This design comes from an exercise in tuning for small area, a short achievable clock period and few clock cycles on the open sky130 flow, not from production work. Function was checked by simulation only, so behaviour that the tests miss may differ from the original. No activity file was given, so power comes from the tool's default toggle rates. The clock port is modelled as an ideal driver; clocking choices that lean on that would not hold on a real chip.

## flow/design.v

```verilog
`default_nettype none
package strm_pkg;
  typedef logic [128-1:0] data_t;
  typedef logic [32-1:0] addr_t;
  typedef logic [32-1:0]  len_t;
  typedef logic [8-1:0]  tag_t;
  typedef logic [$clog2(256):0]                  req_len_t;   
  typedef logic [32-$clog2(16)-1:0]     beat_cnt_t;  
  typedef logic [$clog2(16)-1:0]                chunk_cnt_t;  
  typedef enum logic [2:0] {
    IDLE,
    REQ_A,
    WAIT_A_ACK,
    REQ_B,
    WAIT_B_ACK,
    WAIT_DONE,
    DRAIN
  } seq_state_t;
endpackage
`default_nettype wire
`timescale 1ns/100ps
`default_nettype none
module sys_user_stream_top
(
  input  logic     clk_i,
  input  logic     rst_n,
  input  logic     strm_en_i,
  input  strm_pkg::addr_t    dma_src_addr_i,
  input  strm_pkg::len_t     dma_len_i,
  output logic     dma_done_o,
  input  logic     dma_done_ack_i,
  output logic     dma_rd_req_o,
  output strm_pkg::addr_t    dma_rd_req_addr_o,
  output strm_pkg::req_len_t dma_rd_req_len_o,
  output strm_pkg::tag_t     dma_tag_o,
  input  logic     dma_req_ack_i,
  input  logic     dma_data_valid_i,
  input  strm_pkg::tag_t     dma_tag_i,
  input  strm_pkg::data_t    dma_data_i,
  output logic     stream_valid_o,
  input  logic     stream_ready_i,
  output strm_pkg::data_t    stream_data_o
);
  localparam int NS = 16;         
  localparam logic [NS-1:0] INJ = 16'hC101;     
  logic          act;         
  logic          idle;        
  logic          pend;        
  logic [12:0]   full_left;   
  logic          fl_nz;       
  logic          fl_one;      
  logic [3:0]    tail;        
  logic          tagb;        
  logic [4:0]    len_b;       
  logic [4:0]    out;         
  logic          out0;        
  logic          out1;        
  logic [NS-1:0] th;
  logic [NS-1:0] th_n;
  logic [2:0]    tf;          
  logic [2:0]    tf_n;
  logic          tf_ok;       
  strm_pkg::data_t stg [NS];
  logic [NS-1:0] v;           
  logic [NS-1:0] full_up;     
  logic [NS-1:0] low_empty;   
  logic [NS-1:0] le_n;
  logic          start;
  logic          acc;
  logic          hit;
  logic          take;
  logic [4:0]    nlen;
  logic          fl_nz_n;
  logic          present;
  logic          out_free;
  logic          arm;
  assign start    = strm_en_i && idle;
  assign acc      = dma_rd_req_o && dma_req_ack_i;
  assign hit      = dma_data_valid_i && (dma_tag_i[7:2] == '0) && (dma_tag_i[1] != dma_tag_i[0]);
  assign take     = stream_valid_o && stream_ready_i;
  assign out_free = out0 || (out1 && hit);
  assign nlen     = fl_nz ? 5'd16 : {1'b0, tail};
  assign fl_nz_n  = fl_nz && !fl_one;               
  assign dma_rd_req_len_o = {len_b, 4'b0};
  assign dma_tag_o        = {6'b0, tagb, !tagb};
  assign stream_valid_o   = v[NS-1];
  assign stream_data_o    = stg[NS-1];
  function automatic logic [NS-1:0] adv_of(input logic [NS-1:0] vv, input logic [NS-1:0] fu,
                                           input logic r);
    logic [NS-1:0] a;
    for (int i = 0; i < NS-1; i++)
      a[i] = vv[i] && !(fu[i+1] && !r);
    a[NS-1] = vv[NS-1] && r;
    adv_of = a;
  endfunction
  function automatic logic [NS-1:0] sel_of(input logic [NS-1:0] vv, input logic [NS-1:0] le,
                                           input logic [NS-1:0] a);
    logic [NS-1:0] s;
    s = '0;
    for (int i = 0; i < NS; i++)
      if (INJ[i] && le[i] && (!vv[i] || a[i]))
        s = NS'(1) << i;
    sel_of = s;
  endfunction
  function automatic logic [2*NS-1:0] pipe_of(input logic [NS-1:0] vv, input logic [NS-1:0] fu,
                                              input logic [NS-1:0] le, input logic h,
                                              input logic r);
    logic [NS-1:0] a;
    logic [NS-1:0] s;
    logic [NS-1:0] vn;
    logic [NS-1:0] fn;
    a = adv_of(vv, fu, r);
    s = sel_of(vv, le, a);
    for (int i = 0; i < NS; i++)
      vn[i] = (fu[i] && !r) || (h && s[i]) || (i > 0 && a[i > 0 ? i-1 : 0]);
    fn[NS-1] = vn[NS-1];
    for (int i = NS-2; i >= 0; i--)
      fn[i] = vn[i] && fn[i+1];
    pipe_of = {fn, vn};
  endfunction
  logic [NS-1:0] adv0, adv1, sel0, sel1, en;
  logic [2*NS-1:0] pn00, pn01, pn10, pn11, pn;
  always_comb
  begin
    adv0 = adv_of(v, full_up, 1'b0);
    adv1 = adv_of(v, full_up, 1'b1);
    sel0 = sel_of(v, low_empty, adv0);
    sel1 = sel_of(v, low_empty, adv1);
    for (int i = 0; i < NS; i++)
      if (stream_ready_i)
        en[i] = sel1[i] || (i > 0 && adv1[i > 0 ? i-1 : 0]);
      else
        en[i] = sel0[i] || (i > 0 && adv0[i > 0 ? i-1 : 0]);
    pn00 = pipe_of(v, full_up, low_empty, 1'b0, 1'b0);
    pn01 = pipe_of(v, full_up, low_empty, 1'b0, 1'b1);
    pn10 = pipe_of(v, full_up, low_empty, 1'b1, 1'b0);
    pn11 = pipe_of(v, full_up, low_empty, 1'b1, 1'b1);
    case ({hit, stream_ready_i})
      2'b00:   pn = pn00;
      2'b01:   pn = pn01;
      2'b10:   pn = pn10;
      default: pn = pn11;
    endcase
  end
  always_ff @(posedge clk_i)
  begin
    for (int i = 0; i < NS; i++)
      if (en[i])
        stg[i] <= (i == 0 || (INJ[i] && low_empty[i])) ? dma_data_i : stg[i > 0 ? i-1 : 0];
  end
  always_comb
  begin
    le_n[0] = 1'b1;
    for (int i = 1; i < NS; i++)
      le_n[i] = le_n[i-1] && !pn[i-1];
  end
  always_ff @(posedge clk_i)
  begin
    if (!rst_n)
    begin
      v         <= '0;
      full_up   <= '0;
      low_empty <= '1;
    end
    else
    begin
      v         <= pn[NS-1:0];
      full_up   <= pn[2*NS-1:NS];
      low_empty <= le_n;
    end
  end
  assign arm = pend && !dma_rd_req_o;
  always_comb
  begin
    if (fl_nz || !tf_ok)
      present = arm && out0 && !hit && (!th[0] || (take && !th[1]));
    else
      case ({hit, take})
        2'b10:   present = arm && (out0 || out1) && tf[2];
        2'b01:   present = arm && out0 && tf[0];
        2'b11:   present = arm && (out0 || out1) && tf[1];
        default: present = arm && out0 && tf[1];
      endcase
  end
  always_ff @(posedge clk_i)
  begin
    if (!rst_n)
    begin
      act          <= 1'b0;
      idle         <= 1'b1;
      pend         <= 1'b0;
      dma_done_o   <= 1'b0;
      dma_rd_req_o <= 1'b0;
      out          <= '0;
      out0         <= 1'b1;
      out1         <= 1'b0;
    end
    else
    begin
      if (!dma_rd_req_o)
        len_b <= nlen;
      dma_rd_req_o <= present || (dma_rd_req_o && !acc);
      if (start)
      begin
        dma_rd_req_addr_o <= dma_src_addr_i;
        act               <= (dma_len_i[20:4] != '0);
        idle              <= 1'b0;
        pend              <= (dma_len_i[20:4] != '0);
        dma_done_o        <= (dma_len_i[20:4] == '0);   
        tagb              <= 1'b0;                      
        full_left         <= dma_len_i[20:8];
        fl_nz             <= (dma_len_i[20:8] != '0);
        fl_one            <= (dma_len_i[20:8] == 13'd1);
        tail              <= dma_len_i[7:4];
      end
      else if (acc)
      begin
        dma_rd_req_addr_o[31:8] <= dma_rd_req_addr_o[31:8] + 24'd1;
        tagb <= !tagb;
        if (fl_nz)
        begin
          full_left <= full_left - 13'd1;
          fl_nz     <= fl_nz_n;
          fl_one    <= (full_left == 13'd2);
          pend      <= fl_nz_n || (tail != '0);
        end
        else
          pend      <= 1'b0;
      end
      if (acc)
      begin
        out  <= len_b;
        out0 <= 1'b0;
        out1 <= (len_b == 5'd1);
      end
      else if (hit)
      begin
        out  <= out - 5'd1;
        out0 <= out1;
        out1 <= (out == 5'd2);
      end
      if (act && !pend && !dma_rd_req_o && out_free)
      begin
        act        <= 1'b0;
        dma_done_o <= 1'b1;
      end
      if (dma_done_o && !strm_en_i && dma_done_ack_i)
      begin
        dma_done_o <= 1'b0;
        idle       <= 1'b1;
      end
    end
  end
  function automatic logic [NS-1:0] th_move(input logic [NS-1:0] t, input logic up,
                                            input logic down);
    logic [NS-1:0] r;
    if (up && !down)
      r = {t[NS-2:0], 1'b1};
    else if (down && !up)
      r = {1'b0, t[NS-1:1]};
    else
      r = t;
    th_move = r;
  endfunction
  function automatic logic fits(input logic [NS-1:0] t, input logic [3:0] tl, input int d);
    logic f;
    f = 1'b0;
    for (int tv = 0; tv < 16; tv++)
      if (tl == 4'(tv))
      begin
        if (16 - tv - d >= NS)
          f = 1'b1;
        else if (16 - tv - d < 0)
          f = 1'b0;
        else
          f = !t[16 - tv - d];
      end
    fits = f;
  endfunction
  logic [NS-1:0] th00, th01, th10;
  logic [2:0]    tf00, tf01, tf10;
  always_comb
  begin
    th00 = th;
    th01 = th_move(th, 1'b0, 1'b1);
    th10 = th_move(th, 1'b1, 1'b0);
    for (int k = 0; k < 3; k++)
    begin
      tf00[k] = fits(th00, tail, k - 1);
      tf01[k] = fits(th01, tail, k - 1);
      tf10[k] = fits(th10, tail, k - 1);
    end
    case ({hit, take})
      2'b01:
      begin
        th_n = th01;
        tf_n = tf01;
      end
      2'b10:
      begin
        th_n = th10;
        tf_n = tf10;
      end
      default:
      begin
        th_n = th00;
        tf_n = tf00;
      end
    endcase
  end
  always_ff @(posedge clk_i)
  begin
    if (!rst_n)
    begin
      th    <= '0;
      tf    <= '0;
      tf_ok <= 1'b0;
    end
    else
    begin
      th    <= th_n;
      tf    <= tf_n;
      tf_ok <= !start;
    end
  end
endmodule
`default_nettype wire
```

## flow/flow/run.sh

```bash
#!/bin/bash
# Layout flow: the standard ORFS flow (standard.sh), with
#  - port buffers made of buf_2 cells instead of the slow delay-buffer cell
#    buffer_ports picks by default (every port still gets its buffer);
#  - clock tree synthesis without dummy loads and with larger sink clusters.
# Each step's full log is in orfs/logs/; make's own output goes to flow_make.log.
set -euo pipefail
export BUFFER_PORTS_ARGS="-buffer_cell sky130_fd_sc_hd__buf_2"
export CTS_ARGS="-sink_clustering_enable -repair_clock_nets -dont_use_dummy_load -sink_clustering_size 30 -sink_clustering_max_diameter 100"
bash standard.sh finish > flow_make.log 2>&1
```

## flow/standard.sh

```bash
#!/bin/bash
# synth_recipe.tcl (not shown) runs the flow's synth.tcl, then flattens the netlist and writes it again
# the make line also repeats each setting of config.mk as NAME=value (left out here)
make -C /OpenROAD-flow-scripts/flow DESIGN_CONFIG=/design/flow/config.mk WORK_HOME=/design/flow/orfs CLKGATE_MAP_FILE= SYNTH_SCRIPT=/design/flow/synth_recipe.tcl "${@:-finish}"
```

## flow/config.mk

```make
export PLATFORM = sky130hd
export DESIGN_NAME = sys_user_stream_top
export DESIGN_NICKNAME = sys_user_stream_top
export VERILOG_FILES = /design/flow/design.v
export SDC_FILE = /design/flow/constraint.sdc
export NUM_CORES = 4
export LEC_CHECK = 0
export CAP_MARGIN = 20
export CORE_MARGIN = 2
export CORE_UTILIZATION = 55
export SETUP_SLACK_MARGIN = 3.0
export SLEW_MARGIN = 20
export TNS_END_PERCENT = 5
```

## flow/constraint.sdc

```tcl
create_clock -name core_clock -period 5.5 [get_ports {clk_i}]
set_input_delay 1.1000 -clock core_clock [delete_from_list [all_inputs] [get_ports {clk_i}]]
set_output_delay 1.1000 -clock core_clock [all_outputs]
set_load 0.01 [all_outputs]
```

==> results list <==
* Outcome: no timing/DRC/antenna violations
- Synthesized cell area: 73100 um2
* Placement Cell Area: slightly below 80000 um2
- Mux contribution to synthesized area: 0.0629
* I/O Pins: approximately 390
- Synthesized netlist cell count: around 3300
- The critical path in this run is classified as input port to flop.
- In the layout the commonest cells are edfxtp_1 (2105), mux2_2 (384), buf_2 (359), nor2_1 (102).
- After routing the design area is 80100 um2.
- Dominant register cell in the synthesized netlist: edfxtp_1
* Proportion of register bits with asynchronous set or reset after synthesis: 0
* Worst-case setup margin in the final layout: 2.42 ns
- Min-delay worst type: flop to flop
* Slowest CP cell: or4b_4
- Of the cells placed in the final design, the portion with a size suffix greater than 1 is 0.255.
- STA classifies the critical path endpoint as a flop.
- Total Routed Length: 138 mm
- met2 is the most crowded layer.
- The final route contains a little over 30000 vias.
- At the end of routability-driven placement, the weighted congestion stood at 0.803.
- Final worst clock skew: between 0.05 and 0.06 ns
* Worst path cell trace: buf_6 > or4b_4 > or3_4 > buf_12 > clkinv_16 > ha_4 > buf_12 > inv_4 > o211a_1 > a2111oi_4 > a31oi_1 > or4b_4 > a21oi_2
* Number of DRC violations after detailed-routing iteration 0: 2650
- Post-detailed-route DRC marker count: 0
- Global-route wire length before repair: roughly 200 mm
* Die Footprint: ~140000 um2
- Die W: 369 um
* Met1 Use GR: 0.289
- Cell Pwr Density: between 300 and 400 nW/um2
- Post-Synth Adder-Cell Area: 0.00137
* Delay of the slowest cell on the worst path: roughly 0.54 ns
- Pre-CTS WS: 1.00 ns
- After layout, the minimum clock period comes to just over 3 ns.
- Critical Path Fanout Max: 4
- Placeable Area: between 100000 and 150000 um2
* Worst Path Arrival: between 3 and 4 ns
- Leaving out fill and tap cells, the most frequent cell in the layout is edfxtp_1.
- Before antenna repair, the detailed router went through 5 iterations.
* CTS max path bufs: 3
* Static leakage: between 20 and 30 nW
- Avg Cell Area, Syn: roughly 22 um2
- The initialized floorplan defines around 130 standard-cell rows.
- Clock transition at the registers of the reported paths: between 0.1 and 0.15 ns
- Number of buffers added to fix hold violations after cts: 0
- Die Y-Extent: approximately 370 um
* WP data required: a little over 6 ns
- Largest net degree at the start of global routing: between 100 and 150
- Area growth, synth to finish: 9.55%
- Final Max Tran Viols: 0
- Setup total negative slack on the finished layout was measured at 0 ns.
- Max-cap violations in this run came to 0.
- Dividing the detail-routed wire length by the instance count gives roughly 25 um.
- The count of final hold-check violations is 0.
* Worst-case vdd ir drop: roughly 220 uV
* Number of input and output port buffers inserted: between 300 and 400
- The fraction of the mapped netlist area in compound gates was 0.0207.
- In this run, synthesis produced a sequential element count of between 2000 and 2500.
- After filler insertion, the fill cell instance count of the layout stands at around 9200.
- Number of enable-type register cells in the synthesized netlist: approximately 2100
- Number of warning messages in the yosys log: 2
- Met3 track utilization from global routing: 0.0272
- The via count of the first global-routing pass came to between 30000 and 40000.
- For met2 alone, demand over resource in global routing was 0.326.
- Detailed placement finished with a half-perimeter wire length of 76.7 mm.
- Type of element launching the critical path: input port
- Vias per cell: between 5 and 6
* Largest family of logic cells by synthesized area: multiplexers
- For the pin with the worst max-slew slack, the measured transition is ~1.1 ns.
* Number of antenna violations at the first check in global routing: 8
* Clock Sinks: roughly 2200
- The worst pin sits at a relative slew slack of 0.292.
- After global routing the overflow that remains totals 0.
* Sequential area share after synthesis: 0.882
- Period utilization: 0.560
- Buffer cell driving the clock tree root: clkbuf_16
* Clock tree from TritonCTS: yes
* Starting Density: 0.555
- Of the total synthesized cell area, the portion taken by XOR and XNOR cells is 0.00431.
- Setup repair after global routing could not meet its margin everywhere.
* Antenna-violating nets left: 0
- The multi-input combinational cells in the finished layout cover a total of around 8400 um2.
* Distinct cell type count of the synthesized netlist: 71
- CTS H-tree lvls: 3
- Across every metal layer, demand over resource in global routing totals 0.199.
- Maximum clock frequency: between 300 and 400 MHz
* Clock insertion delay at the later pin of the skew report: ~0.69 ns
* # setup viols final: 0
* Clock buffers created by TritonCTS: 83
- Sequential standard cell area: ~65000 um2
- The final layout contains just under 4000 nets.
- Area fraction in and, or, nand and nor cells after synthesis: 0.0209
==> final cells by class <==
type,count,area share
multi-input combinational,1014,0.105
inverter,24,0.00164
antenna,3,0.0000937
clock buffer,83,0.0259
sequential,2171,0.806
tap,1755,0.0274
timing repair buffer,428,0.0347
==> per-stage QoR <==
stage	hold slack (ns)	power, W	utilization	std cells
finish	0.379	0.0259	0.608	5478
global route	0.377	0.0268	0.608	5475
CTS	0.373	0.0262	0.606	5458
detailed placement	0.405	0.0191	0.588	5366
global placement	0.400	0.0191	0.588	5365
floorplan	0.400	0.0188	-	3312
==> sequential cells by signal, summed over array words and instances (netlist names), 5 cells and up <==
signal,count
full_up,15
full_left,13
stg,2048
th,16
dma_rd_req_addr_o,32
out,5
len_b,5
v,16
==> path summary, 6_finish.rpt <==
path / startpoint / to / slack (ns) / depth (start not counted)
max: dma_tag_i[6] / dma_rd_req_o / 2.42 / 13
min: stg[4][111] / stg[5][111] / 0.38 / 0
max reg2reg: tail[2] / tf[2] / 2.77 / 6
min reg2reg: stg[4][111] / stg[5][111] / 0.38 / 0
==> logic make-up (layout without fill, tap and decap cells) <==
logic type,after synthesis,in the layout
fa+ha+maj,8,8
flops,2171,2171
buf+inv,127,535
compound gates,234,234
other cells,1,13
simple gates,318,318
xor+xnor,36,36
mux,408,408
==> per-layer routing <==
| metal | share of wire | wire length, um |
|---|---|---|
| met5 | 0.00048 | 66 |
| met4 | 0.020 | 2720 |
| met3 | 0.050 | 6850 |
| met2 | 0.48 | 66600 |
| met1 | 0.45 | 62100 |
==> power by group <==
group | total [W] | switching, W | internal [W]
registers | 0.0181 | 0.0000665 | 0.0181
clock network | 0.00719 | 0.00445 | 0.00273
logic | 0.000618 | 0.000356 | 0.000261
total | 0.0259 | 0.00488 | 0.0211
==> what timing repair did <==
item	in CTS	in global routing
pin swaps	7	3
gates resized for setup	28	22
setup endpoints to repair	844	748
setup buffers	8	13
gates cloned	1	2
==> synth_stat cells, types with 3 or more instances <==
cell       number  area [um2]
nor2_1        104         390
nand2b_1       13        81.3
nand2_1        85         319
and3_1          8        50.1
o211ai_1        3        22.5
a21o_1          3        22.5
buf_1          11        41.3
nor2b_1        16         100
clkbuf_1       73         274
o221ai_1        9        78.8
o22ai_1        11        68.8
a2111oi_0       4        35.0
a211oi_1       17         128
nand3_1        21         105
a21boi_0       16         120
inv_1          23        86.3
a21oi_1        66         330
buf_2           6        30.0
mux2i_1        21         210
mux2_2        384        4320
a31oi_1         9        56.3
nand4_1         8        50.1
xor2_1         18         158
a22oi_1         6        45.0
ha_1            8         100
or3_1           4        25.0
or2_2           3        18.8
and2_1          8        50.1
or4_1           4        30.0
nor3_1         12        60.1
edfxtp_1     2105       63200
dfxtp_1        66        1320
o21ai_0        63         315
nor4_1         14        87.6
mux4_2          3        67.6
xnor2_1        18         158
buf_4          12        90.1
o21a_1          4        30.0
nor3b_1         5        37.5
==> worst max-delay path: cells and delay by family <==
family,cells,cell delay [ns]
simple gates,3,1.40
compound gates,4,0.62
buf+inv,5,0.42
fa+ha+maj,1,0.13
Testbench counts, summed over its fixed seeds: cycles 33,182.

what the ideal ports hide:
The results above use ideal ports. As a check the final layout listed here was re-extracted and re-timed, cells and wires unchanged. Step 1 assumes that a clkbuf_16 drives the clock port and a buf_2 every other input. Step 2 adds t to the input delays and takes it off the output delays; t is the mean of the earliest and latest rising clock arrival at the registers after step 1. Input paths then give back, and output paths get back, about the clock's delay inside the block. Three values: no drivers, after step 1, after step 2; two values: the first two.
t (ns): 0.738
slack for setup (ns): 2.423 / 2.465 / 1.726
hold WS [ns]: 0.379 / 0.379 / 0.379
clock arrival spread, ns: 0.072 / 0.071
After both steps setup and hold are still met in this run. The setup slack of this run moves by +0.042 ns with the drivers and by -0.697 ns with both steps.
